Context: an optimization exercise on an open-source flow, tuned for small area, a short achievable clock period and few clock cycles. The choices shown serve that exercise and are no tape-out recipe.
Only simulation tests tie the RTL to the original design; equivalence was not proved.
No activity file was given, so power comes from the tool's default toggle rates.

===== design/flow/run.sh =====
#!/bin/bash
# synth_recipe.tcl (not shown) runs the flow's synth.tcl, then flattens the netlist and writes it again
# the make line also repeats each setting of config.mk as NAME=value (left out here)
make -C /OpenROAD-flow-scripts/flow DESIGN_CONFIG=/design/flow/config.mk WORK_HOME=/design/flow/orfs CLKGATE_MAP_FILE= SYNTH_SCRIPT=/design/flow/synth_recipe.tcl finish

===== design/flow/config.mk =====
export PLATFORM = sky130hd
export DESIGN_NAME = partial_order_closure_insert
export DESIGN_NICKNAME = partial_order_closure_insert
export VERILOG_FILES = /design/flow/design.v
export SDC_FILE = /design/flow/constraint.sdc
export NUM_CORES = 4
export LEC_CHECK = 0
export CAP_MARGIN = 20
export CORE_MARGIN = 2
export CORE_UTILIZATION = 50
export SLEW_MARGIN = 20
export SYNTH_HIERARCHICAL = 1

===== design/flow/constraint.sdc =====
create_clock -name core_clock -period 6.0 [get_ports {clk_i}]
set_input_delay 1.2000 -clock core_clock [delete_from_list [all_inputs] [get_ports {clk_i}]]
set_output_delay 1.2000 -clock core_clock [all_outputs]
set_load 0.01 [all_outputs]

===== design/flow/design.v =====
`timescale 1ns / 1ps
`default_nettype none
package poci_pkg;
  localparam int RANK_W           = 6;
  localparam int EXT_W            = RANK_W + 1;
  localparam int CNT_W            = 6;
  localparam int POP_W            = 64;
  localparam int MAX_ELEMENTS_DEF = 32;
  localparam logic [RANK_W-1:0] ELEM_COUNT_RST = 6'd32;
  typedef enum logic [1:0] {
    OP_CLEAR = 2'd0,
    OP_ADD   = 2'd1,
    OP_COUNT = 2'd2,
    OP_NOP   = 2'd3
  } op_e;
  typedef enum logic [3:0] {
    ST_IDLE,
    ST_CLEAR,
    ST_ADD_RA,
    ST_ADD_RB,
    ST_ADD_WB,
    ST_ADD_DEC,
    ST_SCAN,
    ST_CHECK,
    ST_WRITE,
    ST_CNT_RD,
    ST_CNT_WAIT,
    ST_DONE
  } state_e;
  typedef enum logic [2:0] {
    TAG_NONE,
    TAG_A,
    TAG_B,
    TAG_SCAN,
    TAG_WRITE,
    TAG_COUNT
  } tag_e;
  typedef struct packed {
    logic rd_en;
    tag_e rd_tag;
    logic init_scan;
    logic set_conflict;
    logic clear_all;
    logic clear_count;
    logic done;
  } ctl_t;
  typedef struct packed {
    logic present;
    logic cyc;
    logic overlap;
    logic conflict;
  } sts_t;
  function automatic logic [6:0] popcount64(input logic [POP_W-1:0] v);
    logic [POP_W-1:0] x;
    x = v;
    x = (x & 64'h5555_5555_5555_5555) + ((x >> 1)  & 64'h5555_5555_5555_5555);
    x = (x & 64'h3333_3333_3333_3333) + ((x >> 2)  & 64'h3333_3333_3333_3333);
    x = (x & 64'h0f0f_0f0f_0f0f_0f0f) + ((x >> 4)  & 64'h0f0f_0f0f_0f0f_0f0f);
    x = (x & 64'h00ff_00ff_00ff_00ff) + ((x >> 8)  & 64'h00ff_00ff_00ff_00ff);
    x = (x & 64'h0000_ffff_0000_ffff) + ((x >> 16) & 64'h0000_ffff_0000_ffff);
    x = (x & 64'h0000_0000_ffff_ffff) + ((x >> 32) & 64'h0000_0000_ffff_ffff);
    popcount64 = x[6:0];
  endfunction
endpackage
`default_nettype wire
`timescale 1ns / 1ps
`default_nettype none
module poci_ram #(
  parameter int M = 32
) (
  input  wire logic           clk_i,
  input  wire logic           keep_i,
  input  wire logic [M-1:0]   set_row_i,
  input  wire logic [M-1:0]   set_col_i,
  output logic      [M*M-1:0] r_o
);
  always_ff @(posedge clk_i) begin
    for (int x = 0; x < M; x++) begin
      for (int y = 0; y < M; y++) begin
        r_o[x*M+y] <= (r_o[x*M+y] & keep_i) | (set_row_i[x] & set_col_i[y]);
      end
    end
  end
endmodule
`default_nettype wire
`timescale 1ns / 1ps
`default_nettype none
module poci_row_unit #(
  parameter int M = 32
) (
  input  wire logic [M*M-1:0] r_i,
  input  wire logic [M-1:0]   pick_i,
  output logic      [M-1:0]   row_o
);
  always_comb begin
    for (int y = 0; y < M; y++) begin
      row_o[y] = 1'b0;
      for (int x = 0; x < M; x++) row_o[y] = row_o[y] | (pick_i[x] & r_i[x*M+y]);
    end
  end
endmodule
module poci_col_unit #(
  parameter int M = 32
) (
  input  wire logic [M*M-1:0] r_i,
  input  wire logic [M-1:0]   pick_i,
  output logic      [M-1:0]   col_o
);
  always_comb begin
    for (int x = 0; x < M; x++) col_o[x] = |(r_i[x*M +: M] & pick_i);
  end
endmodule
`default_nettype wire
`timescale 1ns / 1ps
`default_nettype none
module poci_group_count (
  input  wire logic [31:0] v_i,
  output logic      [23:0] grp_o
);
  always_comb begin
    for (int i = 0; i < 8; i++) begin
      grp_o[3*i +: 3] = (3'(v_i[4*i])   + 3'(v_i[4*i+1]))
                      + (3'(v_i[4*i+2]) + 3'(v_i[4*i+3]));
    end
  end
endmodule
module poci_group_sum (
  input  wire logic [23:0] grp_i,
  output logic      [5:0]  cnt_o
);
  always_comb begin
    logic [4:0] s0, s1;
    s0 = (5'(grp_i[2:0])   + 5'(grp_i[5:3]))   + (5'(grp_i[8:6])   + 5'(grp_i[11:9]));
    s1 = (5'(grp_i[14:12]) + 5'(grp_i[17:15])) + (5'(grp_i[20:18]) + 5'(grp_i[23:21]));
    cnt_o = 6'(s0) + 6'(s1);
  end
endmodule
`default_nettype wire
`timescale 1ns / 1ps
`default_nettype none
module partial_order_closure_insert (
  input  wire logic       clk_i,
  input  wire logic       rst_ni,
  input  wire logic       start,
  output logic            busy,
  input  wire logic [1:0] opcode_i,
  input  wire logic [5:0] first_rank_i,
  input  wire logic [5:0] second_rank_i,
  input  wire logic       element_count_we_i,
  input  wire logic [5:0] element_count_i,
  output logic            done_o,
  output logic            consistent_o,
  output logic      [5:0] successor_count_o
);
  localparam int M = poci_pkg::MAX_ELEMENTS_DEF;
  localparam logic [1:0] S_IDLE = 2'd0;
  localparam logic [1:0] S_CHK1 = 2'd1;
  localparam logic [1:0] S_CHK2 = 2'd2;
  localparam logic [1:0] S_CHK3 = 2'd3;
  logic [5:0]     ecnt_q;
  logic           rvalid_q, f_q, clean_q, done_q, ovl_q;
  logic [1:0]     st_q;
  logic [5:0]     a_q, b_q;
  logic [M-1:0]   u_q;
  logic [23:0]    grp_q;
  logic [M*M-1:0] r_q;
  logic [5:0]   n_cur, n_new;
  logic [M-1:0] mask;
  assign n_cur = (ecnt_q > 6'd32) ? 6'd32 : ecnt_q;
  assign n_new = (element_count_i > 6'd32) ? 6'd32 : element_count_i;
  always_comb begin
    for (int i = 0; i < M; i++) mask[i] = (6'(i) < n_cur);
  end
  logic idle, accept, op_clear, op_add, op_count, a_ok, b_ok;
  assign idle     = (st_q == S_IDLE);
  assign busy     = !rvalid_q || !idle;
  assign accept   = start && !busy;
  assign op_clear = (opcode_i == 2'd0);
  assign op_add   = (opcode_i == 2'd1);
  assign op_count = (opcode_i == 2'd2);
  assign a_ok     = (first_rank_i != 6'd0) && (first_rank_i <= n_cur);
  assign b_ok     = (second_rank_i != 6'd0) && (second_rank_i <= n_cur);
  logic [5:0]   v_rank;
  logic [M-1:0] oa, ob, v_oh;
  always_comb begin
    if (idle)                v_rank = opcode_i[0] ? second_rank_i : first_rank_i;
    else if (st_q == S_CHK1) v_rank = a_q;
    else                     v_rank = b_q;
    for (int x = 0; x < M; x++) begin
      oa[x]   = (first_rank_i == 6'(x + 1));
      ob[x]   = (second_rank_i == 6'(x + 1));
      v_oh[x] = (v_rank == 6'(x + 1));
    end
  end
  logic [M-1:0] rowx;
  poci_row_unit #(.M(M)) u_row (.r_i(r_q), .pick_i(v_oh), .row_o(rowx));
  logic [M-1:0] sel, colx;
  assign sel = idle ? oa : u_q;
  poci_col_unit #(.M(M)) u_col (.r_i(r_q), .pick_i(sel), .col_o(colx));
  logic [M-1:0] dvec, uvec;
  assign dvec = (rowx & mask) | v_oh;
  assign uvec = colx | oa;
  logic add_go, cyc_in, fast_wr, fast_set_f, go_chk1;
  assign add_go     = accept && op_add && !f_q && a_ok && b_ok;
  assign cyc_in     = |(uvec & ob);
  assign fast_wr    = add_go && clean_q && !cyc_in;
  assign fast_set_f = accept && op_add && !f_q
                   && (!(a_ok && b_ok) || (clean_q && cyc_in));
  assign go_chk1    = add_go && !clean_q;
  logic present, cyc, overlap, chk3_wr;
  logic [M-1:0] ob_q;
  assign ob_q    = {{(M-1){1'b0}}, 1'b1} << 5'(b_q - 6'd1);
  assign present = |(rowx & ob_q);
  assign cyc     = |(u_q & ob_q);
  assign overlap = |(dvec & colx);
  assign chk3_wr = (st_q == S_CHK3) && !ovl_q;
  logic [M-1:0] svec;
  logic         keep;
  assign svec = fast_wr ? uvec : (chk3_wr ? u_q : '0);
  assign keep = rvalid_q && !(accept && op_clear);
  poci_ram #(.M(M)) u_matrix (
    .clk_i    (clk_i),
    .keep_i   (keep),
    .set_row_i(svec),
    .set_col_i(dvec),
    .r_o      (r_q)
  );
  always_ff @(posedge clk_i) begin
    if (idle) begin
      a_q <= first_rank_i;
      b_q <= second_rank_i;
      u_q <= (colx & mask) | oa;
    end
    ovl_q <= overlap;
  end
  logic [23:0] grp;
  logic        cnt_en;
  poci_group_count u_grp (.v_i(rowx & mask), .grp_o(grp));
  assign cnt_en = accept && op_count && a_ok;
  always_ff @(posedge clk_i) begin
    grp_q <= cnt_en ? grp : '0;
  end
  always_ff @(posedge clk_i or negedge rst_ni) begin
    if (!rst_ni) begin
      ecnt_q   <= poci_pkg::ELEM_COUNT_RST;
      rvalid_q <= 1'b0;
      f_q      <= 1'b0;
      clean_q  <= 1'b1;
      done_q   <= 1'b0;
      st_q     <= S_IDLE;
    end else begin
      rvalid_q <= 1'b1;
      if (element_count_we_i) begin
        ecnt_q <= element_count_i;
      end
      if (accept && op_clear) begin
        clean_q <= 1'b1;
      end else if (element_count_we_i && (n_new < n_cur)) begin
        clean_q <= 1'b0;
      end
      done_q <= 1'b0;
      unique case (st_q)
        S_IDLE: begin
          if (accept && op_clear) begin
            f_q <= 1'b0;
          end else if (fast_set_f) begin
            f_q <= 1'b1;
          end
          if (go_chk1) begin
            st_q <= S_CHK1;
          end else if (accept) begin
            done_q <= 1'b1;
          end
        end
        S_CHK1: begin
          if (present || cyc) begin
            f_q    <= !present || f_q;
            done_q <= 1'b1;
            st_q   <= S_IDLE;
          end else begin
            st_q <= S_CHK2;
          end
        end
        S_CHK2: begin
          st_q <= S_CHK3;
        end
        default: begin
          if (ovl_q) f_q <= 1'b1;
          done_q <= 1'b1;
          st_q   <= S_IDLE;
        end
      endcase
    end
  end
  assign done_o            = done_q;
  assign consistent_o      = !f_q;
  poci_group_sum u_sum (.grp_i(grp_q), .cnt_o(successor_count_o));
endmodule
`default_nettype wire

==> metrics.yaml, run 1 <==
status:
  run_status: "failed layout checks"
  violations: "setup timing"
synthesis:
  synth.cell_area_um2: 50250
  synth-edff-count: 44
  postSynth.asyncResetShare_pct: 1.086
  synth_ff_type: "dfxtp_1"
  synth_area_per_cell_um2: 10.12
  ys_seq_elements: 1105
  ys_types: 94
  synth_seq_area_share_pct: 45.03
  syn_inst: 4964
  yosysWarnings: 12
route:
  num_vias: 50070
  wirelength_mm: 245.7
  route.detailed.drc: 0
  viasPerCell: 7.440
  drt-initial-drc-count: 8738
  detail_route.wl_per_cell_um: 36.50
  drt-pass1-iter-count: 7
  ant_nets: 0
worst_setup_path:
  worstPathRequired_ns: 6.63
  crit_buf_inv: 9
  worstSetupPathType: "in -> reg"
  critPathArrivalTime_ns: 6.71
  crit_path_max_fanout: 10
  endpoint_kind: "flip-flop"
  worstPathCellList: "clkdlybuf4s50_1 -> buf_12 -> mux2_1 -> o211ai_1 -> buf_4 -> nand4_2 -> buf_4 -> nor2_4 -> buf_12 -> buf_4 -> a22oi_1 -> nand4_1 -> or4_1 -> buf_4 -> a21boi_1 -> inv_1 -> fa_1 -> inv_1 -> ha_1 -> ha_1 -> and2_1"
  slowest_delay_ns: 0.58
  crit_path_top_delay_cell: "a21boi_1"
  critPathTopFamily: "buffers and inverters"
  crit_top_cell: "buf_4"
  start_kind: "input port"
  cp.depth: 21
  rr_worst_depth: 20
global_route:
  overflow: 0
  grt_use_total_pct: 45.68
  top_usage_layer: "met2"
  grt_max_degree: 193
  grt_pass1_wl_mm: 340.9
  globalRouteMet1Util_pct: 60.16
  grt_pass1_vias: 45310
  grt_use_met3_pct: 13.66
  gr-usage-met2_pct: 64.16
  antenna_found_initial: 28
timing:
  hold_violations: 0
  slew-limit-headroom_pct: 30.59
  period_share_pct: 101.3
  setup_ws_ns: -0.08078
  clock.fmax_mhz: 164.5
  finalClockSkew_ns: 0.05476
  worst_pin_slew_ns: 1.041
  setup_viol: 2
  slew_violations: 0
  finalCriticalPeriod_ns: 6.081
  rsz0062_at_grt: "false"
die:
  dieArea_um2: 103000
  start_util_pct: 50.32
  pin_count: 33
  die_w_um: 321.0
  fp-row-count: 116
  die_y_um: 321.0
  coreArea_um2: 99860
power:
  comb_power_share_pct: 34.1
  pwr-share-clk_pct: 32.0
  powerDensity_nw_per_um2: 379.8
  ir_drop_uv: 256.6
  netSwitchingFraction_pct: 38.09
  p_leak_nw: 24.04
  p_seq_share_pct: 33.9
  p_switching_mw: 9.010
  internal-power_mw: 14.64
  power_mw: 23.65
placement:
  place_congestion: 1.107
  post-place-ws_ns: -1.146
  place_hpwl_mm: 178.6
  port_buffers: 32
final_layout:
  nNetsFinal: 5410
  area_growth_pct: 23.94
  layout-drive-gt1-share_pct: 21.54
  final_cell_mix: "dfxtp_1 (1049), a22o_1 (1037), a22oi_1 (1030), buf_4 (602), nand4_1 (261)"
  final_common_cell: "dfxtp_1"
  fillers: 8288
min_path:
  whs_path_depth: 1
  hp-class: "reg -> reg"
clock_tree:
  clkLatencyLatePin_ns: 0.76
  cts_htree_levels: 3
  cts.root.buffer_cell: "clkbuf_16"
  clock_sinks: 1105
  cts_buffers: 115
  cts_tree: "yes"
  path_clk_slew_ns: 0.06
  cts_max_path_buffers: 3
run:
  cap_violations: 0
## metal layers
| layer | part of all wire (%) | vias to the layer above |
|---|---|---|
| li1 | - | 20640 |
| met1 | 38 | 24660 |
| met2 | 41 | 3932 |
| met3 | 13 | 825 |
| met4 | 8.0 | 20 |
| met5 | 0.061 | - |
## synthesized netlist by cell type, drive strengths merged (9+ instances only)
cell	instances	area, µm²
a211oi	13	120.1
a21oi	50	269.0
a22o	1037	9082
a22oi	1034	7767
a31oi	10	62.56
and2	48	300.3
buf	238	1665
clkbuf	327	1227
dfrtp	10	250.2
dfxtp	1049	21000
edfxtp	44	1321
fa	25	500.5
ha	39	488.0
inv	102	385.4
mux2	11	131.4
mux2i	17	170.2
nand2	184	693.2
nand2b	9	56.30
nand3	33	165.2
nand4	264	1670
nor2	57	221.5
nor2b	23	143.9
nor3	18	95.09
o21a	9	67.56
o21ai	97	586.8
o21bai	10	86.33
or2	22	137.6
or4	65	488.0
## cell families (layout without fill, tap and decap cells)
logic type | after synthesis | count (layout) | share of synthesized area (%)
xor+xnor | 1 | 1 | 0.01743
buf+inv | 668 | 1121 | 6.532
flops | 1105 | 1105 | 45.03
compound gates | 2333 | 2333 | 37.17
fa+ha+maj | 64 | 64 | 1.967
mux | 30 | 30 | 0.6898
simple gates | 762 | 762 | 8.586
other cells | 1 | 16 | 0.007463
## layout make-up
class / count / area (µm²) / area share [%]
sequential: 1105 / 22620 / 36.33
clock buffer: 164 / 3385 / 5.435
inverter: 103 / 389.1 / 0.6248
timing repair buffer: 806 / 8272 / 13.28
multi-input combinational: 3191 / 25340 / 40.69
tap: 1298 / 1624 / 2.608
antenna: 15 / 37.54 / 0.06027
clock inverter: 48 / 608.1 / 0.9764
## metrics by stage
stage	cells	TNS (ns)	util, %	hold WS (ns)	area [µm²]
after floorplan	4964	0	-	0.4633	50250
after global placement	6493	-1058.73	57.92	0.4770	57830
after detailed placement	6493	-1065.67	57.92	0.4792	57830
after CTS	6705	0	61.99	0.4988	61900
after global routing	6716	0	62.33	0.5086	62240
final	6730	-0.1203	62.37	0.4986	62280
## modules after synthesis, one instance, submodules excluded, excerpt
module | copies in the design | cell area (µm²) | flip-flops and latches
poci_group_sum | 1 | 554.3 | 0
partial_order_closure_insert | 1 | 7382 | 81
poci_group_count | 1 | 510.5 | 0
## power groups by stage
stage / sequential (mW) / clock (mW) / combinational [mW]
final: 8.02 / 7.57 / 8.07
after global routing: 8.01 / 7.88 / 8.08
after floorplan: 8.00 / 0 / 3.02
after global placement: 8.14 / 0 / 7.57
after CTS: 7.98 / 7.57 / 7.62
after detailed placement: 8.14 / 0 / 7.58
## flip-flops by register name, summed over array words and instances, names as in the netlist
signal,flops
grp_q,24
u_matrix.r_o,1024
f_q,1
u_q,32
st_q,2
clean_q,1
rvalid_q,1
done_q,1
b_q,6
ovl_q,1
ecnt_q,6
a_q,6
## path summary, 6_finish.rpt
check                             startpoint                 to  slack, ns
setup reg to reg                     st_q[1]  u_matrix.r_o[931]       0.14
hold / removal             u_matrix.r_o[584]  u_matrix.r_o[584]       0.50
setup / recovery                 opcode_i[0]          grp_q[16]      -0.08
hold reg to reg            u_matrix.r_o[584]  u_matrix.r_o[584]       0.50
min in group asynchronous             rst_ni            st_q[1]       0.87
max in group asynchronous             rst_ni          ecnt_q[3]       4.66
## timing repair
action | in CTS | in global routing
pin swaps | 2 | 11
setup buffers | 0 | 4
gates cloned | 0 | 6
setup endpoints to repair | 1025 | 1029
hold buffers | 0 | 0
resized for setup | 15 | 37
Testbench counts, summed over its fixed seeds: cycles 2,696.
==> run 2: changes to the inputs <==
--- a/design/flow/design.v
+++ b/design/flow/design.v
@@ -75,8 +75,12 @@
   output logic      [M*M-1:0] r_o
 );
-  always_ff @(posedge clk_i) begin
-    for (int x = 0; x < M; x++) begin
-      for (int y = 0; y < M; y++) begin
-        r_o[x*M+y] <= (r_o[x*M+y] & keep_i) | (set_row_i[x] & set_col_i[y]);
+  for (genvar x = 0; x < M; x++) begin : g_row
+    for (genvar y = 0; y < M; y++) begin : g_col
+      if (x == y) begin : g_diag
+        assign r_o[x*M+y] = 1'b0;
+      end else begin : g_bit
+        always_ff @(posedge clk_i) begin
+          r_o[x*M+y] <= (r_o[x*M+y] & keep_i) | (set_row_i[x] & set_col_i[y]);
+        end
       end
     end
@@ -159,8 +163,8 @@
   localparam logic [1:0] S_CHK3 = 2'd3;
   logic [5:0]     ecnt_q;
-  logic           rvalid_q, f_q, clean_q, done_q, ovl_q;
+  logic           rvalid_q, f_q, clean_q, done_q, wr_q, pres_q;
   logic [1:0]     st_q;
   logic [5:0]     a_q, b_q;
-  logic [M-1:0]   u_q;
+  logic [M-1:0]   u_q, ps_q, pd_q;
   logic [23:0]    grp_q;
   logic [M*M-1:0] r_q;
@@ -181,24 +185,30 @@
   assign a_ok     = (first_rank_i != 6'd0) && (first_rank_i <= n_cur);
   assign b_ok     = (second_rank_i != 6'd0) && (second_rank_i <= n_cur);
-  logic [5:0]   v_rank;
-  logic [M-1:0] oa, ob, v_oh;
+  logic [M-1:0] oa, ob, oqa, oqb, v_oh;
   always_comb begin
-    if (idle)                v_rank = opcode_i[0] ? second_rank_i : first_rank_i;
-    else if (st_q == S_CHK1) v_rank = a_q;
-    else                     v_rank = b_q;
     for (int x = 0; x < M; x++) begin
-      oa[x]   = (first_rank_i == 6'(x + 1));
-      ob[x]   = (second_rank_i == 6'(x + 1));
-      v_oh[x] = (v_rank == 6'(x + 1));
+      oa[x]  = (first_rank_i == 6'(x + 1));
+      ob[x]  = (second_rank_i == 6'(x + 1));
+      oqa[x] = (a_q == 6'(x + 1));
+      oqb[x] = (b_q == 6'(x + 1));
     end
   end
-  logic [M-1:0] rowx;
+  always_comb begin
+    if (idle)                v_oh = opcode_i[0] ? ob : oa;
+    else if (st_q == S_CHK1) v_oh = oqa;
+    else                     v_oh = oqb;
+  end
+  logic [M-1:0] pset;
+  assign pset = wr_q ? ps_q : '0;
+  logic [M-1:0] rowx, rowf;
   poci_row_unit #(.M(M)) u_row (.r_i(r_q), .pick_i(v_oh), .row_o(rowx));
-  logic [M-1:0] sel, colx;
+  assign rowf = rowx | ((|(v_oh & pset)) ? pd_q : '0);
+  logic [M-1:0] sel, colx, colf;
   assign sel = idle ? oa : u_q;
   poci_col_unit #(.M(M)) u_col (.r_i(r_q), .pick_i(sel), .col_o(colx));
+  assign colf = colx | ((|(sel & pd_q)) ? pset : '0);
   logic [M-1:0] dvec, uvec;
-  assign dvec = (rowx & mask) | v_oh;
-  assign uvec = colx | oa;
+  assign dvec = (rowf & mask) | v_oh;
+  assign uvec = colf | (idle ? oa : '0);
   logic add_go, cyc_in, fast_wr, fast_set_f, go_chk1;
   assign add_go     = accept && op_add && !f_q && a_ok && b_ok;
@@ -208,20 +218,14 @@
                    && (!(a_ok && b_ok) || (clean_q && cyc_in));
   assign go_chk1    = add_go && !clean_q;
-  logic present, cyc, overlap, chk3_wr;
-  logic [M-1:0] ob_q;
-  assign ob_q    = {{(M-1){1'b0}}, 1'b1} << 5'(b_q - 6'd1);
-  assign present = |(rowx & ob_q);
-  assign cyc     = |(u_q & ob_q);
-  assign overlap = |(dvec & colx);
-  assign chk3_wr = (st_q == S_CHK3) && !ovl_q;
-  logic [M-1:0] svec;
-  logic         keep;
-  assign svec = fast_wr ? uvec : (chk3_wr ? u_q : '0);
+  logic cyc, overlap;
+  assign cyc     = |(u_q & oqb);
+  assign overlap = |(ps_q & pd_q);
+  logic keep;
   assign keep = rvalid_q && !(accept && op_clear);
   poci_ram #(.M(M)) u_matrix (
     .clk_i    (clk_i),
     .keep_i   (keep),
-    .set_row_i(svec),
-    .set_col_i(dvec),
+    .set_row_i(keep ? pset : '0),
+    .set_col_i(pd_q),
     .r_o      (r_q)
   );
@@ -230,11 +234,13 @@
       a_q <= first_rank_i;
       b_q <= second_rank_i;
-      u_q <= (colx & mask) | oa;
+      u_q <= (colf & mask) | oa;
     end
-    ovl_q <= overlap;
+    ps_q <= (st_q == S_CHK3) ? u_q : uvec;
+    pd_q <= dvec;
+    pres_q <= |(rowf & oqb);
   end
   logic [23:0] grp;
   logic        cnt_en;
-  poci_group_count u_grp (.v_i(rowx & mask), .grp_o(grp));
+  poci_group_count u_grp (.v_i(rowf & mask), .grp_o(grp));
   assign cnt_en = accept && op_count && a_ok;
   always_ff @(posedge clk_i) begin
@@ -248,4 +254,5 @@
       clean_q  <= 1'b1;
       done_q   <= 1'b0;
+      wr_q     <= 1'b0;
       st_q     <= S_IDLE;
     end else begin
@@ -260,4 +267,5 @@
       end
       done_q <= 1'b0;
+      wr_q   <= 1'b0;
       unique case (st_q)
         S_IDLE: begin
@@ -267,4 +275,5 @@
             f_q <= 1'b1;
           end
+          wr_q <= fast_wr;
           if (go_chk1) begin
             st_q <= S_CHK1;
@@ -274,17 +283,21 @@
         end
         S_CHK1: begin
-          if (present || cyc) begin
-            f_q    <= !present || f_q;
+          st_q <= S_CHK2;
+        end
+        S_CHK2: begin
+          if (pres_q || cyc) begin
+            f_q    <= !pres_q || f_q;
             done_q <= 1'b1;
             st_q   <= S_IDLE;
           end else begin
-            st_q <= S_CHK2;
+            st_q <= S_CHK3;
           end
         end
-        S_CHK2: begin
-          st_q <= S_CHK3;
-        end
         default: begin
-          if (ovl_q) f_q <= 1'b1;
+          if (overlap) begin
+            f_q <= 1'b1;
+          end else begin
+            wr_q <= 1'b1;
+          end
           done_q <= 1'b1;
           st_q   <= S_IDLE;
==> metrics.yaml, run 2 <==
global_route:
  grt_pass1_vias: 48190
  overflow: 0
  antenna_found_initial: 31
  grt_max_degree: 252
  grt_use_total_pct: 47.92
  grt_pass1_wl_mm: 374.6
worst_setup_path:
  rr_startpoint: "st_q[1]"
  endpoint_kind: "output pin"
  r2r_slack_ns: 0.33
  crit_path_max_fanout: 2
  crit_top_cell: "inv_1"
  worstPathCellList: "inv_1 -> fa_1 -> inv_1 -> fa_1 -> fa_1 -> inv_1 -> fa_1 -> inv_1 -> ha_1 -> inv_1 -> fa_1 -> inv_1 -> clkdlybuf4s50_1"
  worstPathRequired_ns: 4.80
  start_kind: "flip-flop"
  rr_worst_depth: 16
  slowest_delay_ns: 0.55
  reg2reg_to: "wr_q"
  crit_path_top_delay_cell: "clkdlybuf4s50_1"
  critPathArrivalTime_ns: 4.64
  worstSetupPathType: "reg -> out"
route:
  viasPerCell: 7.773
  drt-initial-drc-count: 10350
  route.detailed.drc: 0
  wirelength_mm: 270.9
  detail_route.wl_per_cell_um: 39.17
  ant_nets: 0
  num_vias: 53750
  drt-pass1-iter-count: 19
clock_tree:
  cts_buffers: 118
  post_cts_buffers: 0
  cts_max_path_buffers: 3
  cts_tree: "yes"
  cts-resized-gates: 2
  clock_sinks: 1138
  postCtsHoldBufs: 0
  clkLatencyLatePin_ns: 0.76
  cts.root.buffer_cell: "clkbuf_16"
  cts_htree_levels: 3
  path_clk_slew_ns: 0.06
die:
  fp-row-count: 119
  coreArea_um2: 105400
  dieArea_um2: 109100
  die_y_um: 330.2
  die_w_um: 330.2
  pin_count: 33
  start_util_pct: 50.48
synthesis:
  synth-edff-count: 44
  ys_seq_elements: 1138
  synth_most_common_cell: "dfxtp_1"
  synth.cell_area_um2: 53220
  ys_types: 85
  synth_seq_area_share_pct: 43.76
  yosysWarnings: 43
  yosysTopAreaCell: "dfxtp_1"
  synthTopCellsByCount: "dfxtp_1 (1081), a22oi_1 (1069), a22o_1 (1001)"
  synth_area_per_cell_um2: 9.826
  yosys-top-cells-area: "dfxtp_1 (41%), a22o_1 (16%), a22oi_1 (15%), nand4_1 (3.3%), buf_6 (2.5%)"
  syn_inst: 5416
  synth_top_area_share_pct: 40.66
  postSynth.asyncResetShare_pct: 1.142
  synth_ff_type: "dfxtp_1"
placement:
  place_hpwl_mm: 186.1
  place_congestion: 1.113
  post-place-ws_ns: -0.04521
  port_buffers: 32
final_layout:
  multi_input_area_um2: 26560
  top_register: "u_matrix.r_o"
  area_growth_pct: 14.62
  largest_reg_flops: 992
  fillers: 9319
  nNetsFinal: 5496
  final_common_cell: "a22oi_1"
  postLayoutCoreUtil_pct: 57.87
  final_cell_mix: "a22oi_1 (1069), dfxtp_1 (1049), a22o_1 (1001), buf_4 (358), nand4_1 (279)"
  register_area_um2: 23330
  layout-drive-gt1-share_pct: 14.51
min_path:
  hold_end: "u_matrix.r_o[977]"
  min-delay-start: "u_matrix.r_o[977]"
  whs_path_depth: 1
  hp-class: "reg -> reg"
timing:
  setup_viol: 0
  rsz0062_at_grt: "false"
  finalCriticalPeriod_ns: 5.842
  finalClockSkew_ns: 0.03990
  period_share_pct: 97.36
  worst_pin_slew_ns: 1.268
  slew_violations: 0
  hold_violations: 0
  setup_ws_ns: 0.1583
  clock.fmax_mhz: 171.2
  slew-limit-headroom_pct: 15.16
status:
  run_status: "finished clean"
power:
  p_leak_nw: 22.80
  ir_drop_uv: 259.6
  powerDensity_nw_per_um2: 268.4
run:
  cap_violations: 0
-- run 2: changes by cell type after synthesis, sizes merged, moves of 19 or more --
cell    change
and2       -19
nand3      +23
a31oi      +31
o22ai      +54
clkbuf     +24
buf        +55
a22oi      +35
dfxtp      +32
a22o       -36
nor2      +113
nand2      +50
-- run 2: through the flow --
stage	cell area (µm²)	hold slack (ns)	power (mW)	setup TNS (ns)	instances
2_1_floorplan	53330	0.4635	8.380	0	5447
3_3_place_gp	56870	0.4766	8.759	-0.05977	6678
3_5_place_dp	56870	0.4809	8.757	-0.08041	6678
4_1_cts	60930	0.4972	16.29	0	6897
5_1_grt	60960	0.5101	16.66	0	6899
6_report	61000	0.4998	16.37	0	6915
-- run 2: metal layers --
metal	up-vias	track usage [%]	share of wire (%)
li1	21590	-	-
met1	26340	61.15	37
met2	4726	66.64	40
met3	1080	17.54	14
met4	22	33.71	8.9
met5	-	0	0.054
-- run 2: area by class of cell --
cell class	instances	share of cell area, %
diodes	17	0.06974
multi-input cells	3571	43.54
clock inverters	42	0.8389
flip-flops and latches	1138	38.25
clock buffers	177	5.798
inverters	94	0.5907
repair buffers	485	8.059
well taps	1391	2.853
-- run 2: logic make-up (layout without fill, tap and decap cells) --
family | count (synthesis) | count (layout) | share of synthesized area, %
muxes | 12 | 12 | 0.2445
adders and majority gates | 64 | 64 | 1.857
xor gates and xnor gates | 2 | 2 | 0.03292
AOI/OAI and AO/OA | 2475 | 2475 | 36.57
buffers and inverters | 738 | 798 | 7.472
DFF | 1138 | 1138 | 43.76
other | 2 | 50 | 0.01411
and+or+nand+nor | 985 | 985 | 10.05
-- run 2: Yosys stat by module, one instance, submodules excluded, excerpt --
module | flops+latches | cells inside | copies in the design | cell area [µm²]
partial_order_closure_insert | 146 | 1439 | 1 | 10750
poci_group_sum | 0 | 58 | 1 | 554.3
poci_group_count | 0 | 64 | 1 | 510.5
-- run 2: worst max-delay path, delay by kind of cell, from the launching register on --
kind	cells	cell delay [ns]
adder cells (fa/ha/maj)	6	2.61
buffers and inverters	7	1.00
flip-flops	1	0.32
-- run 2: power breakdown --
part	internal [mW]	switching, mW	total [mW]
logic	0.225	0.707	0.932
clock network	4.42	3.30	7.72
registers	7.65	0.0770	7.72
total	12.3	4.08	16.4
-- run 2: how the worst max path moves through the flow --
stage | startpoint | end | slack [ns] | depth (start not counted)
floorplan | st_q[1] | grp_q[13] | 0.84 | 20
global placement | first_rank_i[3] | wr_q | -0.03 | 19
detailed placement | first_rank_i[3] | wr_q | -0.05 | 19
CTS | grp_q[11] | successor_count_o[3] | 0.12 | 13
global route | grp_q[11] | successor_count_o[3] | 0.003 | 13
finish | grp_q[11] | successor_count_o[3] | 0.16 | 13
Testbench counts of run 2, summed over its fixed seeds: cycles 2,696.
==> run 3: changes to the inputs <==
--- a/design/flow/design.v
+++ b/design/flow/design.v
@@ -163,8 +163,8 @@
   localparam logic [1:0] S_CHK3 = 2'd3;
   logic [5:0]     ecnt_q;
-  logic           rvalid_q, f_q, clean_q, done_q, wr_q, pres_q;
+  logic           rvalid_q, f_q, clean_q, done_q, pres_q, ovl_q;
   logic [1:0]     st_q;
   logic [5:0]     a_q, b_q;
-  logic [M-1:0]   u_q, ps_q, pd_q;
+  logic [M-1:0]   u_q;
   logic [23:0]    grp_q;
   logic [M*M-1:0] r_q;
@@ -194,21 +194,25 @@
     end
   end
+  logic [M-1:0] dplus;
   always_comb begin
-    if (idle)                v_oh = opcode_i[0] ? ob : oa;
+    if (idle)                v_oh = oa | (op_add ? ob : '0);
     else if (st_q == S_CHK1) v_oh = oqa;
     else                     v_oh = oqb;
+    dplus = idle ? ob : oqb;
   end
-  logic [M-1:0] pset;
-  assign pset = wr_q ? ps_q : '0;
-  logic [M-1:0] rowx, rowf;
-  poci_row_unit #(.M(M)) u_row (.r_i(r_q), .pick_i(v_oh), .row_o(rowx));
-  assign rowf = rowx | ((|(v_oh & pset)) ? pd_q : '0);
-  logic [M-1:0] sel, colx, colf;
-  assign sel = idle ? oa : u_q;
-  poci_col_unit #(.M(M)) u_col (.r_i(r_q), .pick_i(sel), .col_o(colx));
-  assign colf = colx | ((|(sel & pd_q)) ? pset : '0);
+  logic [M-1:0] sel, uplus;
+  always_comb begin
+    if (idle)                sel = oa;
+    else if (st_q == S_CHK2) sel = u_q;
+    else                     sel = oqa;
+    uplus = (st_q == S_CHK2) ? '0 : sel;
+  end
+  logic [M-1:0] rowf;
+  poci_row_unit #(.M(M)) u_row (.r_i(r_q), .pick_i(v_oh), .row_o(rowf));
+  logic [M-1:0] colf;
+  poci_col_unit #(.M(M)) u_col (.r_i(r_q), .pick_i(sel), .col_o(colf));
   logic [M-1:0] dvec, uvec;
-  assign dvec = (rowf & mask) | v_oh;
-  assign uvec = colf | (idle ? oa : '0);
+  assign dvec = (rowf & mask) | dplus;
+  assign uvec = (colf & mask) | uplus;
   logic add_go, cyc_in, fast_wr, fast_set_f, go_chk1;
   assign add_go     = accept && op_add && !f_q && a_ok && b_ok;
@@ -218,14 +222,16 @@
                    && (!(a_ok && b_ok) || (clean_q && cyc_in));
   assign go_chk1    = add_go && !clean_q;
-  logic cyc, overlap;
+  logic cyc, chk3_wr;
   assign cyc     = |(u_q & oqb);
-  assign overlap = |(ps_q & pd_q);
-  logic keep;
+  assign chk3_wr = (st_q == S_CHK3) && !ovl_q;
+  logic [M-1:0] svec;
+  logic         keep;
+  assign svec = fast_wr ? uvec : (chk3_wr ? u_q : '0);
   assign keep = rvalid_q && !(accept && op_clear);
   poci_ram #(.M(M)) u_matrix (
     .clk_i    (clk_i),
     .keep_i   (keep),
-    .set_row_i(keep ? pset : '0),
-    .set_col_i(pd_q),
+    .set_row_i(svec),
+    .set_col_i(dvec),
     .r_o      (r_q)
   );
@@ -234,9 +240,10 @@
       a_q <= first_rank_i;
       b_q <= second_rank_i;
-      u_q <= (colf & mask) | oa;
     end
-    ps_q <= (st_q == S_CHK3) ? u_q : uvec;
-    pd_q <= dvec;
+    if (st_q == S_CHK1) begin
+      u_q <= uvec;
+    end
     pres_q <= |(rowf & oqb);
+    ovl_q  <= |(uvec & dvec);
   end
   logic [23:0] grp;
@@ -254,5 +261,4 @@
       clean_q  <= 1'b1;
       done_q   <= 1'b0;
-      wr_q     <= 1'b0;
       st_q     <= S_IDLE;
     end else begin
@@ -267,5 +273,4 @@
       end
       done_q <= 1'b0;
-      wr_q   <= 1'b0;
       unique case (st_q)
         S_IDLE: begin
@@ -275,5 +280,4 @@
             f_q <= 1'b1;
           end
-          wr_q <= fast_wr;
           if (go_chk1) begin
             st_q <= S_CHK1;
@@ -295,9 +299,5 @@
         end
         default: begin
-          if (overlap) begin
-            f_q <= 1'b1;
-          end else begin
-            wr_q <= 1'b1;
-          end
+          if (ovl_q) f_q <= 1'b1;
           done_q <= 1'b1;
           st_q   <= S_IDLE;
--- a/design/flow/config.mk
+++ b/design/flow/config.mk
@@ -8,5 +8,5 @@
 export CAP_MARGIN = 20
 export CORE_MARGIN = 2
-export CORE_UTILIZATION = 50
+export CORE_UTILIZATION = 40
 export SLEW_MARGIN = 20
 export SYNTH_HIERARCHICAL = 1
==> metrics.yaml, run 3 <==
run:
  cap_violations: 0
synthesis:
  yosysWarnings: 43
  yosysTopAreaCell: "dfxtp_1"
  yosys-top-cells-area: "dfxtp_1 (41%), a22o_1 (18%), a22oi_1 (16%), nand4_1 (3.3%), edfxtp_1 (2.6%)"
  synthTopCellsByCount: "a22oi_1 (1048), a22o_1 (1035), dfxtp_1 (1018)"
  synth_most_common_cell: "a22oi_1"
  synth_area_per_cell_um2: 10.19
  ys_types: 93
  postSynth.asyncResetShare_pct: 1.117
  synth_top_area_share_pct: 40.68
  syn_inst: 4918
  synth_ff_type: "dfxtp_1"
  ys_seq_elements: 1074
  synth.cell_area_um2: 50100
  synth_seq_area_share_pct: 43.92
  synth-edff-count: 44
worst_setup_path:
  rr_startpoint: "st_q[0]"
  start_kind: "input port"
  worstPathRequired_ns: 6.64
  slowest_delay_ns: 0.91
  worstSetupPathType: "in -> reg"
  reg2reg_to: "grp_q[13]"
  critPathArrivalTime_ns: 6.73
  crit_path_max_fanout: 8
  crit_top_cell: "buf_4"
  worstPathCellList: "clkdlybuf4s50_1 -> buf_4 -> nor4b_4 -> buf_4 -> nand2_1 -> buf_4 -> o211ai_1 -> buf_12 -> a22oi_1 -> nand4_1 -> or4_1 -> a21boi_0 -> inv_1 -> fa_1 -> inv_1 -> ha_1 -> ha_1 -> and2_1"
  r2r_slack_ns: 0.15
  worstSetupEndpoint: "grp_q[13]"
  rr_worst_depth: 18
  crit_path_top_delay_cell: "a21boi_0"
  endpoint_kind: "flip-flop"
  startpoint: "first_rank_i[5]"
timing:
  slew_violations: 0
  hold_slack_ns: 0.4974
  finalClockSkew_ns: 0.08407
  clock.fmax_mhz: 164.4
  tns_ns: -2.310
  rsz0062_at_grt: "false"
  period_share_pct: 101.4
  hold_violations: 0
  setup_viol: 208
  worst_pin_slew_ns: 1.145
  finalCriticalPeriod_ns: 6.084
  slew-limit-headroom_pct: 22.57
  setup_ws_ns: -0.08388
clock_tree:
  cts.root.buffer_cell: "clkbuf_16"
  cts_tree: "yes"
  path_clk_slew_ns: 0.06
  clkLatencyLatePin_ns: 0.79
  cts_buffers: 116
  cts_htree_levels: 3
  cts_max_path_buffers: 3
  clock_sinks: 1074
final_layout:
  design_area_um2: 61190
  fillers: 11560
  reg_top3: "u_matrix.r_o: 992 flops, u_q: 32 flops, grp_q: 24 flops"
  top_register: "u_matrix.r_o"
  largest_reg_flops: 992
  final_common_cell: "a22oi_1"
  layout-drive-gt1-share_pct: 20.24
  final_cell_mix: "a22oi_1 (1048), a22o_1 (1023), dfxtp_1 (1018), buf_4 (663), nand4_1 (268)"
  area_growth_pct: 22.14
  nNetsFinal: 5363
  register_area_um2: 22000
  multi_input_area_um2: 24940
placement:
  port_buffers: 32
  place_hpwl_mm: 181.0
  post-place-ws_ns: -1.014
  place_congestion: 1.077
  dpl-instance-area_um2: 56660
global_route:
  overflow: 0
  grt_use_total_pct: 36.55
  antenna_found_initial: 18
  grt_pass1_wl_mm: 340.4
  grt_max_degree: 152
  grt_pass1_vias: 45470
power:
  ir_drop_uv: 237.4
  powerDensity_nw_per_um2: 269.6
  pwr-share-clk_pct: 47.7
  p_leak_nw: 23.83
  power_mw: 16.50
  internal-power_mw: 12.29
  netSwitchingFraction_pct: 25.50
  p_switching_mw: 4.206
  comb_power_share_pct: 8.2
  p_seq_share_pct: 44.1
route:
  viasPerCell: 7.002
  top_layer: "met5"
  wl_met1_mm: 99.28
  wl_met2_mm: 103.9
  met3_length_mm: 25.20
  drt-initial-drc-count: 7703
  wirelength_mm: 243.1
  route.detailed.drc: 0
  detail_route.wl_per_cell_um: 34.62
  drt-pass1-iter-count: 8
  num_vias: 49180
  ant_nets: 0
status:
  violations: "setup timing"
  run_status: "failed layout checks"
die:
  fp-row-count: 129
  die_y_um: 357.9
  pin_count: 33
  dieArea_um2: 128100
  start_util_pct: 40.41
  die_w_um: 357.9
  coreArea_um2: 124000
min_path:
  hp-class: "reg -> reg"
## run 3: changes by cell type after synthesis, sizes merged, moves of 17 or more
cell	change
o22ai	-57
a31oi	-29
nor2	-101
o21ai	-56
a22o	+34
and2	+27
dfxtp	-63
nand2	-126
nand3b	-17
clkbuf	-28
a22oi	-21
## run 3: cell type report
cell class	instances	share of cell area [%]
Tap cell	1637	3.347
Antenna cell	10	0.04090
Multi-Input combinational cell	3176	40.76
Clock buffer	162	5.560
Timing Repair Buffer	809	12.41
Sequential cell	1074	35.96
Clock inverter	57	1.317
Inverter	98	0.6012
## run 3: stage by stage
stage / std cells / utilization, %
4_1_cts: 7009 / 49.12
3_3_place_gp: 6790 / 45.70
3_5_place_dp: 6790 / 45.71
5_1_grt: 7013 / 49.34
6_report: 7023 / 49.36
2_1_floorplan: 4949 / -
## run 3: critical path, delay by kind of cell
| family | cells | cell delay, ns |
|---|---|---|
| adders and majority gates | 3 | 1.03 |
| AOI/OAI and AO/OA | 3 | 1.54 |
| buffers and inverters | 7 | 1.55 |
| and+or+nand+nor | 5 | 1.37 |
## run 3: per-module statistics from Yosys, one instance, submodules excluded, excerpt
module | cell area, µm² | cells inside | flip-flops and latches
poci_group_count | 510.5 | 64 | 0
partial_order_closure_insert | 7631 | 941 | 82
poci_group_sum | 554.3 | 58 | 0
## run 3: metal layers
metal | up-vias | GRT usage [%]
li1 | 20590 | -
met1 | 24850 | 49.34
met2 | 3140 | 54.61
met3 | 587 | 8.392
met4 | 8 | 18.44
met5 | - | 0
## run 3: kinds of logic (layout without fill, tap and decap cells)
group                    Yosys count  count (layout)  synth area share (%)
flip-flops                      1074            1074                 43.92
XOR/XNOR                           1               1               0.01749
multiplexers                       8               8                0.1698
adder cells (fa/ha/maj)           64              64                 1.973
AO/OA/AOI/OAI                   2358            2358                 37.93
buffers and inverters            699            1126                 7.645
AND/OR/NAND/NOR                  712             712                 8.324
other                              2              43               0.01499
## run 3: worst min-delay path by stage
stage	to	slack (ns)	cells after the start	from
2_1_floorplan	u_matrix.r_o[1022]	0.46	1	u_matrix.r_o[1022]
3_3_place_gp	u_matrix.r_o[1005]	0.48	1	u_matrix.r_o[1005]
3_5_place_dp	u_matrix.r_o[958]	0.48	1	u_matrix.r_o[958]
4_1_cts	u_matrix.r_o[629]	0.50	1	u_matrix.r_o[629]
5_1_grt	u_matrix.r_o[591]	0.51	1	u_matrix.r_o[591]
6_report	u_matrix.r_o[986]	0.50	1	u_matrix.r_o[986]
## run 3: power by group through the flow
stage | logic, mW | registers, mW | clock network (mW)
detailed placement | 1.28 | 7.43 | 0
global placement | 1.28 | 7.43 | 0
CTS | 1.29 | 7.27 | 7.93
floorplan | 0.690 | 7.39 | 0
global route | 1.38 | 7.27 | 8.23
finish | 1.35 | 7.28 | 7.87
## run 3: timing repair
item / CTS / global route
setup endpoints to repair: 992 / 994
hold buffers: 0 / 0
setup buffers: 0 / 0
pin swaps: 0 / 3
cloned: 0 / 4
gates resized for setup: 7 / 34
Testbench counts of run 3, summed over its fixed seeds: cycles 2,696.
==> run 4: changes to the inputs <==
--- a/design/flow/design.v
+++ b/design/flow/design.v
@@ -158,13 +158,10 @@
 );
   localparam int M = poci_pkg::MAX_ELEMENTS_DEF;
-  localparam logic [1:0] S_IDLE = 2'd0;
-  localparam logic [1:0] S_CHK1 = 2'd1;
-  localparam logic [1:0] S_CHK2 = 2'd2;
-  localparam logic [1:0] S_CHK3 = 2'd3;
   logic [5:0]     ecnt_q;
   logic           rvalid_q, f_q, clean_q, done_q, pres_q, ovl_q;
-  logic [1:0]     st_q;
+  logic           idle_q, chk1_q, chk2_q, chk3_q;
   logic [5:0]     a_q, b_q;
-  logic [M-1:0]   u_q;
+  logic [M-1:0]   u_q, ps_q, pd_q;
+  logic           wr_q;
   logic [23:0]    grp_q;
   logic [M*M-1:0] r_q;
@@ -177,5 +174,5 @@
   end
   logic idle, accept, op_clear, op_add, op_count, a_ok, b_ok;
-  assign idle     = (st_q == S_IDLE);
+  assign idle     = idle_q;
   assign busy     = !rvalid_q || !idle;
   assign accept   = start && !busy;
@@ -185,31 +182,26 @@
   assign a_ok     = (first_rank_i != 6'd0) && (first_rank_i <= n_cur);
   assign b_ok     = (second_rank_i != 6'd0) && (second_rank_i <= n_cur);
-  logic [M-1:0] oa, ob, oqa, oqb, v_oh;
+  logic [5:0]   ra, rb;
+  logic [M-1:0] oa, ob, v_oh, dplus, sel, uplus;
+  assign ra = idle_q ? first_rank_i : (chk1_q ? a_q : b_q);
+  assign rb = idle_q ? second_rank_i : b_q;
   always_comb begin
     for (int x = 0; x < M; x++) begin
-      oa[x]  = (first_rank_i == 6'(x + 1));
-      ob[x]  = (second_rank_i == 6'(x + 1));
-      oqa[x] = (a_q == 6'(x + 1));
-      oqb[x] = (b_q == 6'(x + 1));
-    end
-  end
-  logic [M-1:0] dplus;
-  always_comb begin
-    if (idle)                v_oh = oa | (op_add ? ob : '0);
-    else if (st_q == S_CHK1) v_oh = oqa;
-    else                     v_oh = oqb;
-    dplus = idle ? ob : oqb;
-  end
-  logic [M-1:0] sel, uplus;
-  always_comb begin
-    if (idle)                sel = oa;
-    else if (st_q == S_CHK2) sel = u_q;
-    else                     sel = oqa;
-    uplus = (st_q == S_CHK2) ? '0 : sel;
-  end
-  logic [M-1:0] rowf;
-  poci_row_unit #(.M(M)) u_row (.r_i(r_q), .pick_i(v_oh), .row_o(rowf));
-  logic [M-1:0] colf;
-  poci_col_unit #(.M(M)) u_col (.r_i(r_q), .pick_i(sel), .col_o(colf));
+      oa[x] = (ra == 6'(x + 1));
+      ob[x] = (rb == 6'(x + 1));
+    end
+  end
+  assign v_oh  = oa | ((idle_q && op_add) ? ob : '0);
+  assign dplus = ob;
+  assign sel   = chk2_q ? u_q : oa;
+  assign uplus = chk2_q ? '0 : oa;
+  logic [M-1:0] pset;
+  assign pset = wr_q ? ps_q : '0;
+  logic [M-1:0] rowx, rowf;
+  poci_row_unit #(.M(M)) u_row (.r_i(r_q), .pick_i(v_oh), .row_o(rowx));
+  assign rowf = rowx | ((|(v_oh & pset)) ? pd_q : '0);
+  logic [M-1:0] colx, colf;
+  poci_col_unit #(.M(M)) u_col (.r_i(r_q), .pick_i(sel), .col_o(colx));
+  assign colf = colx | ((|(sel & pd_q)) ? pset : '0);
   logic [M-1:0] dvec, uvec;
   assign dvec = (rowf & mask) | dplus;
@@ -223,15 +215,13 @@
   assign go_chk1    = add_go && !clean_q;
   logic cyc, chk3_wr;
-  assign cyc     = |(u_q & oqb);
-  assign chk3_wr = (st_q == S_CHK3) && !ovl_q;
-  logic [M-1:0] svec;
-  logic         keep;
-  assign svec = fast_wr ? uvec : (chk3_wr ? u_q : '0);
+  assign cyc     = |(u_q & ob);
+  assign chk3_wr = chk3_q && !ovl_q;
+  logic keep;
   assign keep = rvalid_q && !(accept && op_clear);
   poci_ram #(.M(M)) u_matrix (
     .clk_i    (clk_i),
     .keep_i   (keep),
-    .set_row_i(svec),
-    .set_col_i(dvec),
+    .set_row_i(keep ? pset : '0),
+    .set_col_i(pd_q),
     .r_o      (r_q)
   );
@@ -241,16 +231,18 @@
       b_q <= second_rank_i;
     end
-    if (st_q == S_CHK1) begin
+    if (chk1_q) begin
       u_q <= uvec;
     end
-    pres_q <= |(rowf & oqb);
+    ps_q   <= chk3_q ? u_q : uvec;
+    pd_q   <= dvec;
+    pres_q <= |(rowf & ob);
     ovl_q  <= |(uvec & dvec);
   end
   logic [23:0] grp;
   logic        cnt_en;
-  poci_group_count u_grp (.v_i(rowf & mask), .grp_o(grp));
   assign cnt_en = accept && op_count && a_ok;
+  poci_group_count u_grp (.v_i(rowf & (cnt_en ? mask : '0)), .grp_o(grp));
   always_ff @(posedge clk_i) begin
-    grp_q <= cnt_en ? grp : '0;
+    grp_q <= grp;
   end
   always_ff @(posedge clk_i or negedge rst_ni) begin
@@ -261,5 +253,9 @@
       clean_q  <= 1'b1;
       done_q   <= 1'b0;
-      st_q     <= S_IDLE;
+      wr_q     <= 1'b0;
+      idle_q   <= 1'b1;
+      chk1_q   <= 1'b0;
+      chk2_q   <= 1'b0;
+      chk3_q   <= 1'b0;
     end else begin
       rvalid_q <= 1'b1;
@@ -272,36 +268,15 @@
         clean_q <= 1'b0;
       end
-      done_q <= 1'b0;
-      unique case (st_q)
-        S_IDLE: begin
-          if (accept && op_clear) begin
-            f_q <= 1'b0;
-          end else if (fast_set_f) begin
-            f_q <= 1'b1;
-          end
-          if (go_chk1) begin
-            st_q <= S_CHK1;
-          end else if (accept) begin
-            done_q <= 1'b1;
-          end
-        end
-        S_CHK1: begin
-          st_q <= S_CHK2;
-        end
-        S_CHK2: begin
-          if (pres_q || cyc) begin
-            f_q    <= !pres_q || f_q;
-            done_q <= 1'b1;
-            st_q   <= S_IDLE;
-          end else begin
-            st_q <= S_CHK3;
-          end
-        end
-        default: begin
-          if (ovl_q) f_q <= 1'b1;
-          done_q <= 1'b1;
-          st_q   <= S_IDLE;
-        end
-      endcase
+      if (accept && op_clear) begin
+        f_q <= 1'b0;
+      end else if (fast_set_f || (chk2_q && !pres_q && cyc) || (chk3_q && ovl_q)) begin
+        f_q <= 1'b1;
+      end
+      wr_q   <= fast_wr || chk3_wr;
+      done_q <= (accept && !go_chk1) || (chk2_q && (pres_q || cyc)) || chk3_q;
+      idle_q <= (idle_q && !go_chk1) || (chk2_q && (pres_q || cyc)) || chk3_q;
+      chk1_q <= go_chk1;
+      chk2_q <= chk1_q;
+      chk3_q <= chk2_q && !(pres_q || cyc);
     end
   end
==> design/flow/flow/run.sh (new file) <==
#!/bin/bash
# Layout: the standard flow (standard.sh) unchanged for synthesis; for the
# layout the port buffers are a stronger cell (buf_4 instead of the default
# delay buffer) and repair may resize a cell to another footprint. Each step's
# full output goes to its own log file here.
set -euo pipefail
sed -e "s|CLKGATE_MAP_FILE= |CLKGATE_MAP_FILE= MATCH_CELL_FOOTPRINT=0 'BUFFER_PORTS_ARGS=-buffer_cell sky130_fd_sc_hd__buf_4' |" \
  standard.sh > own_standard.sh
grep -q 'MATCH_CELL_FOOTPRINT=0' own_standard.sh
bash standard.sh synth > synth.log 2>&1
bash own_standard.sh finish > layout.log 2>&1
test -f out/final.def
==> design/flow/standard.sh (new file) <==
#!/bin/bash
# synth_recipe.tcl (not shown) runs the flow's synth.tcl, then flattens the netlist and writes it again
# the make line also repeats each setting of config.mk as NAME=value (left out here)
make -C /OpenROAD-flow-scripts/flow DESIGN_CONFIG=/design/flow/config.mk WORK_HOME=/design/flow/orfs CLKGATE_MAP_FILE= SYNTH_SCRIPT=/design/flow/synth_recipe.tcl "${@:-finish}"
--- a/design/flow/config.mk
+++ b/design/flow/config.mk
@@ -8,5 +8,7 @@
 export CAP_MARGIN = 20
 export CORE_MARGIN = 2
-export CORE_UTILIZATION = 40
+export CORE_UTILIZATION = 45
+export CTS_BUF_LIST = sky130_fd_sc_hd__clkbuf_8
+export SETUP_SLACK_MARGIN = 0.5
 export SLEW_MARGIN = 20
 export SYNTH_HIERARCHICAL = 1
removed: design/flow/run.sh
==> metrics.yaml, run 4 <==
worst_setup_path:
  crit_path_max_fanout: 16
  worstPathCellList: "buf_12 -> mux2i_4 -> o21ai_4 -> buf_4 -> buf_4 -> nand4_1 -> nor2_1 -> a21o_1 -> buf_12 -> buf_4 -> a22oi_1 -> nand4_1 -> or4_4 -> nor2b_1 -> a21oi_1 -> o31ai_1 -> buf_4 -> nand2b_1 -> nand3_1 -> nor4_4 -> buf_4 -> o21ai_0"
  critPathArrivalTime_ns: 6.36
  crit_top_cell: "buf_4"
  worstSetupPathType: "reg -> reg"
  start_kind: "flip-flop"
  crit_path_top_delay_cell: "or4_4"
  endpoint_kind: "flip-flop"
  worstPathRequired_ns: 6.81
  rr_worst_depth: 22
  slowest_delay_ns: 0.75
placement:
  place_congestion: 1.121
  port_buffers: 32
  post-place-ws_ns: -0.5139
  dpl-instance-area_um2: 57910
  dp.cells: 6914
  place_hpwl_mm: 214.5
die:
  pin_count: 33
  start_util_pct: 45.39
  die_w_um: 346.4
  dieArea_um2: 120000
  coreArea_um2: 116200
  die_y_um: 346.4
  fp-row-count: 125
synthesis:
  yosysTopAreaCell: "dfxtp_1"
  ys_seq_elements: 1141
  postSynth.asyncResetShare_pct: 1.315
  synth_seq_area_share_pct: 44.18
  synthTopCellsByCount: "dfxtp_1 (1088), a22oi_1 (1045), a22o_1 (998)"
  synth_top_area_share_pct: 41.30
  ys_types: 88
  yosys-top-cells-area: "dfxtp_1 (41%), a22o_1 (17%), a22oi_1 (15%), nand4_1 (3.3%), buf_6 (2.6%)"
  yosysWarnings: 43
  synth.cell_area_um2: 52740
  syn_inst: 5276
  synth_area_per_cell_um2: 9.997
  synth_ff_type: "dfxtp_1"
  synth_most_common_cell: "dfxtp_1"
  synth-edff-count: 38
final_layout:
  layout-drive-gt1-share_pct: 21.51
  design_area_um2: 62390
  multi_input_area_um2: 26650
  final_common_cell: "dfxtp_1"
  fin_cells: 7289
  register_area_um2: 23350
  top_register: "u_matrix.r_o"
  area_growth_pct: 18.30
  postLayoutCoreUtil_pct: 53.69
  fillers: 10630
  nNetsFinal: 5697
  final_cell_mix: "dfxtp_1 (1055), a22oi_1 (1032), a22o_1 (998), buf_4 (628), nand4_1 (280)"
  largest_reg_flops: 992
global_route:
  grt_pass1_vias: 49700
  grt_pass1_wl_mm: 404.5
  antenna_found_initial: 27
  grt_max_degree: 213
  grt_use_total_pct: 47.39
  overflow: 0
power:
  powerDensity_nw_per_um2: 299.3
  ir_drop_uv: 228.0
  p_leak_nw: 23.77
  power_mw: 18.68
clock_tree:
  cts.root.buffer_cell: "clkbuf_8"
  clock_sinks: 1141
  cts_max_path_buffers: 3
  clkLatencyLatePin_ns: 0.97
  cts_buffers: 188
  path_clk_slew_ns: 0.06
  cts_htree_levels: 4
  cts_tree: "yes"
  postCtsHoldBufs: 0
route:
  route.detailed.drc: 0
  viasPerCell: 7.479
  drt-pass1-iter-count: 6
  drt-initial-drc-count: 9779
  detail_route.wl_per_cell_um: 40.53
  ant_nets: 0
  num_vias: 54520
  wirelength_mm: 295.4
timing:
  rsz0062_at_grt: "true"
  period_share_pct: 92.61
  setup_viol: 0
  worst_pin_slew_ns: 1.269
  setup_ws_ns: 0.4436
  slew-limit-headroom_pct: 15.39
  finalClockSkew_ns: 0.05526
  finalCriticalPeriod_ns: 5.556
  clock.fmax_mhz: 180.0
  hold_violations: 0
  slew_violations: 0
  hold_slack_ns: 0.1106
  tns_ns: 0
min_path:
  hp-class: "in -> async"
status:
  run_status: "finished clean"
run:
  cap_violations: 0
run 4: cell types whose count changed in the layout (fill, tap and decap cells not counted), sizes merged, moves of 32 or more:
cell / delta
and2: -46
o22ai: +56
a22o: -37
inv: +64
nand2: +111
dfxtp: +70
buf: -63
a21oi: +32
clkbuf: +70
mux2: +33
nor3: +41
run 4: per-layer routing:
metal  track usage, %  wire [µm]  vias up
li1                 -          -    21900
met1            59.70     110400    26880
met2            66.75     119100     4628
met3            14.77      37520     1100
met4            37.55      28280       16
met5                0        103        -
run 4: critical path: cells and delay by family (launching register included):
family          cells  cell delay, ns
flops               1            0.40
simple gates        8            2.32
buf+inv             7            1.21
mux                 1            0.32
compound gates      6            1.15
run 4: final timing paths:
check / from / end / slack [ns]
setup / recovery: chk1_q / f_q / 0.44
hold / removal: rst_ni / chk3_q / 0.11
setup reg to reg: chk1_q / f_q / 0.44
hold reg to reg: u_matrix.r_o[944] / u_matrix.r_o[944] / 0.50
max in group asynchronous: rst_ni / ecnt_q[5] / 5.57
min in group core_clock: first_rank_i[0] / a_q[0] / 0.49
run 4: final cells by class:
| type | instances | share of cell area (%) |
|---|---|---|
| Multi-Input combinational cell | 3467 | 42.71 |
| Sequential cell | 1141 | 37.42 |
| Clock inverter | 96 | 0.8663 |
| Tap cell | 1524 | 3.056 |
| Clock buffer | 236 | 5.206 |
| Antenna cell | 14 | 0.05615 |
| Timing Repair Buffer | 710 | 10.06 |
| Inverter | 101 | 0.6196 |
run 4: power by group:
group / internal (mW) / total [mW] / switching [mW]
registers: 7.72 / 7.89 / 0.165
logic: 1.12 / 3.79 / 2.67
clock network: 3.63 / 7.00 / 3.37
run 4: Yosys stat by module, one instance, submodules excluded, excerpt:
module | cell area (µm²) | flip-flops and latches | cells | copies in the design
partial_order_closure_insert | 10280 | 149 | 1299 | 1
poci_group_sum | 554.3 | 0 | 58 | 1
poci_group_count | 510.5 | 0 | 64 | 1
run 4: kinds of logic (layout without fill, tap and decap cells):
| family | count (synthesis) | after routing | share of synthesized area, % |
|---|---|---|---|
| flip-flops | 1141 | 1141 | 44.18 |
| XOR/XNOR | 1 | 1 | 0.01661 |
| AO/OA/AOI/OAI | 2415 | 2417 | 36.34 |
| adder cells (fa/ha/maj) | 64 | 64 | 1.874 |
| multiplexers | 53 | 53 | 1.094 |
| buffers and inverters | 701 | 1143 | 7.285 |
| AND/OR/NAND/NOR | 899 | 899 | 9.200 |
| other | 2 | 47 | 0.01424 |
run 4: what timing repair did:
action                     in CTS  in global routing
setup endpoints to repair      18                 18
resized for setup              35                 58
cloned                          0                  2
buffers inserted                5                 22
pin swaps                      13                 28
Testbench counts of run 4, summed over its fixed seeds: cycles 2,696.
==> run 5: changes to the inputs <==
--- a/design/flow/config.mk
+++ b/design/flow/config.mk
@@ -9,6 +9,5 @@
 export CORE_MARGIN = 2
 export CORE_UTILIZATION = 45
-export CTS_BUF_LIST = sky130_fd_sc_hd__clkbuf_8
-export SETUP_SLACK_MARGIN = 0.5
+export SETUP_SLACK_MARGIN = 0.25
 export SLEW_MARGIN = 20
 export SYNTH_HIERARCHICAL = 1
==> metrics.yaml, run 5 <==
status:
  run_status: "finished clean"
route:
  ant_nets: 0
  wirelength_mm: 293.4
  drt-pass1-iter-count: 7
  route.detailed.drc: 0
  num_vias: 53700
  viasPerCell: 7.513
  drt-initial-drc-count: 10130
  detail_route.wl_per_cell_um: 41.05
timing:
  period_share_pct: 97.58
  tns_ns: 0
  clock.fmax_mhz: 170.8
  setup_ws_ns: 0.1454
  setup_viol: 0
  rsz0062_at_grt: "true"
  finalCriticalPeriod_ns: 5.855
  worst_pin_slew_ns: 1.258
  finalClockSkew_ns: 0.03785
  slew-limit-headroom_pct: 16.14
  slew_violations: 0
  hold_violations: 0
run:
  cap_violations: 0
synthesis:
  synth.cell_area_um2: 52740
  yosys-top-cells-area: "dfxtp_1 (41%), a22o_1 (17%), a22oi_1 (15%), nand4_1 (3.3%), buf_6 (2.6%)"
  synth_ff_type: "dfxtp_1"
  yosysTopAreaCell: "dfxtp_1"
  synth_most_common_cell: "dfxtp_1"
  postSynth.asyncResetShare_pct: 1.315
  ys_types: 88
  ys_seq_elements: 1141
  synth_seq_area_share_pct: 44.18
  synth-edff-count: 38
  synth_top_area_share_pct: 41.30
  yosysWarnings: 43
  syn_inst: 5276
  synth_area_per_cell_um2: 9.997
  synthTopCellsByCount: "dfxtp_1 (1088), a22oi_1 (1045), a22o_1 (998)"
global_route:
  antenna_found_initial: 30
  grt_max_degree: 213
  overflow: 0
  grt_use_total_pct: 47.07
  grt_pass1_wl_mm: 402.5
  grt_pass1_vias: 48910
die:
  die_w_um: 346.4
  coreArea_um2: 116200
  start_util_pct: 45.39
  die_y_um: 346.4
  pin_count: 33
  dieArea_um2: 120000
  fp-row-count: 125
clock_tree:
  cts_htree_levels: 3
  clkLatencyLatePin_ns: 0.78
  cts.root.buffer_cell: "clkbuf_16"
  cts_buffers: 119
  path_clk_slew_ns: 0.06
  cts_tree: "yes"
  postCtsHoldBufs: 0
  cts_max_path_buffers: 3
  clock_sinks: 1141
worst_setup_path:
  start_kind: "flip-flop"
  worstSetupPathType: "reg -> reg"
  critPathArrivalTime_ns: 6.53
  rr_startpoint: "idle_q"
  endpoint_kind: "flip-flop"
  reg2reg_to: "wr_q"
  crit_path_max_fanout: 19
  rr_worst_depth: 21
  worstPathRequired_ns: 6.67
  r2r_slack_ns: 0.15
final_layout:
  layout-drive-gt1-share_pct: 19.57
  top_register: "u_matrix.r_o"
  area_growth_pct: 17.92
  nNetsFinal: 5606
  fin_cells: 7148
  final_common_cell: "dfxtp_1"
  postLayoutCoreUtil_pct: 53.52
  fillers: 10500
  final_cell_mix: "dfxtp_1 (1056), a22oi_1 (1042), a22o_1 (998), buf_4 (615), nand4_1 (280)"
  largest_reg_flops: 992
power:
  powerDensity_nw_per_um2: 311.5
  power_mw: 19.38
  p_leak_nw: 23.44
  ir_drop_uv: 257.0
placement:
  port_buffers: 32
  place_hpwl_mm: 214.5
  post-place-ws_ns: -0.5139
  place_congestion: 1.121
  dp.cells: 6914
min_path:
  hp-class: "in -> async"
==> run 5: cell types whose count changed in the layout (fill, tap and decap cells not counted), sizes merged <==
cell | before | now
clkbuf | 236 | 169
inv | 171 | 109
buf | 710 | 689
bufinv | 2 | 10
clkinvlp | 0 | 5
diode | 14 | 9
clkinv | 24 | 27
o21ai | 82 | 80
==> run 5: through the flow <==
| stage | hold slack (ns) | cell area (µm²) |
|---|---|---|
| global route | 0.3325 | 62170 |
| detailed placement | 0.4791 | 57910 |
| CTS | 0.3070 | 62030 |
| finish | 0.3253 | 62200 |
| floorplan | 0.4054 | 52860 |
| global placement | 0.4764 | 57910 |
==> run 5: kinds of logic after synthesis <==
family	count (synthesis)	share of synthesized area [%]
DFF	1141	44.18
AOI/OAI and AO/OA	2415	36.34
adders and majority gates	64	1.874
buffers and inverters	701	7.285
xor gates and xnor gates	1	0.01661
other	2	0.01424
and+or+nand+nor	899	9.200
muxes	53	1.094
==> run 5: worst max-delay path by stage <==
| stage | start | slack [ns] | to | depth (start not counted) |
|---|---|---|---|---|
| final | idle_q | 0.15 | wr_q | 21 |
| after global routing | idle_q | 0.24 | wr_q | 20 |
| after CTS | idle_q | 0.25 | wr_q | 21 |
| after detailed placement | first_rank_i[3] | -0.51 | wr_q | 22 |
| after global placement | first_rank_i[3] | -0.49 | wr_q | 22 |
| after floorplan | chk1_q | 0.89 | grp_q[10] | 20 |
==> run 5: modules after synthesis (local to each module, per instance), a selection <==
module,times used,flip-flops and latches
partial_order_closure_insert,1,149
poci_group_sum,1,0
poci_group_count,1,0
==> run 5: layer usage <==
metal	vias to the layer above	track usage [%]	part of all wire [%]
met1	26470	59.78	38
met2	4412	67.20	41
met4	24	35.62	9.5
met3	1111	13.71	12
met5	-	0	0.051
li1	21680	-	-
==> run 5: report_power, final <==
group          internal, mW  switching (mW)  total (mW)
Sequential             7.72           0.159        7.88
Combinational          1.05            2.61        3.66
Clock                  4.50            3.34        7.84
Total                  13.3            6.11        19.4
==> run 5: cell type report <==
cell class              instances  area (µm²)  share of cell area (%)
diodes                          9       22.52                 0.03621
clock buffers                 168        3508                   5.641
clock inverters                50       588.1                  0.9455
inverters                     101       386.6                  0.6216
multi-input cells            3465       26370                   42.40
flip-flops and latches       1141       23350                   37.54
well taps                    1524        1907                   3.066
repair buffers                690        6065                   9.751
==> run 5: repair_timing <==
action / 4_1_cts / 5_1_grt
endpoints found under the setup margin: 3 / 6
buffers inserted: 0 / 6
gates resized for setup: 5 / 21
cloned: 0 / 0
pin swaps: 0 / 8
==> run 5: critical path, cell delays in order (launching register included) <==
cell	delay, ns
dfstp_4	0.53
buf_4	0.21
buf_6	0.17
o21a_1	0.24
nand3_1	0.20
buf_4	0.15
buf_4	0.20
o21ai_4	0.28
buf_4	0.28
a22oi_1	0.29
nand4_1	0.24
buf_4	0.20
or4_1	0.60
nand2_1	0.19
o22ai_1	0.10
nor4_2	0.32
and4b_1	0.25
o211ai_1	0.19
a2111o_1	0.41
nor4_2	0.35
buf_4	0.18
a32o_1	0.16

-- static timing again, ports no longer ideal --
The flow's constraints put no driver on any port. The routed layouts listed below were extracted and timed again, unchanged, in two steps. Step 1, drivers: a clkbuf_16 drives clk_i and a buf_2 each remaining input, both assumed. Step 2 moves the port delays by t, midway between the first and last clock arrival at a register: inputs arrive t later, outputs are due t later. That takes back most of the time a late clock gives input paths. a / b / c = ideal ports / drivers / drivers and shift; a / b = the first two.
| run | shift t [ns] | setup WS [ns] | clock arrival spread, ns | worst register clock-pin slew, ns |
|---|---|---|---|---|
| run 1 | 0.807 | -0.081 / -0.032 / -0.839 | 0.055 / 0.054 | 0.07 / 0.07 |
| run 2 | 0.808 | 0.158 / 0.086 / -0.266 | 0.040 / 0.040 | 0.07 / 0.07 |
| run 3 | 0.829 | -0.084 / -0.044 / -0.873 | 0.084 / 0.084 | 0.07 / 0.07 |
| run 4 | 1.011 | 0.444 / 0.414 / -0.181 | 0.056 / 0.056 | 0.07 / 0.07 |
| run 5 | 0.835 | 0.145 / 0.145 / -0.395 | 0.043 / 0.043 | 0.07 / 0.07 |
With both steps, setup timing fails in run 2, run 4 and run 5, where it was met with ideal ports. The setup slack of run 3, which loses most, moves by +0.040 ns with the drivers and by -0.789 ns with both steps.
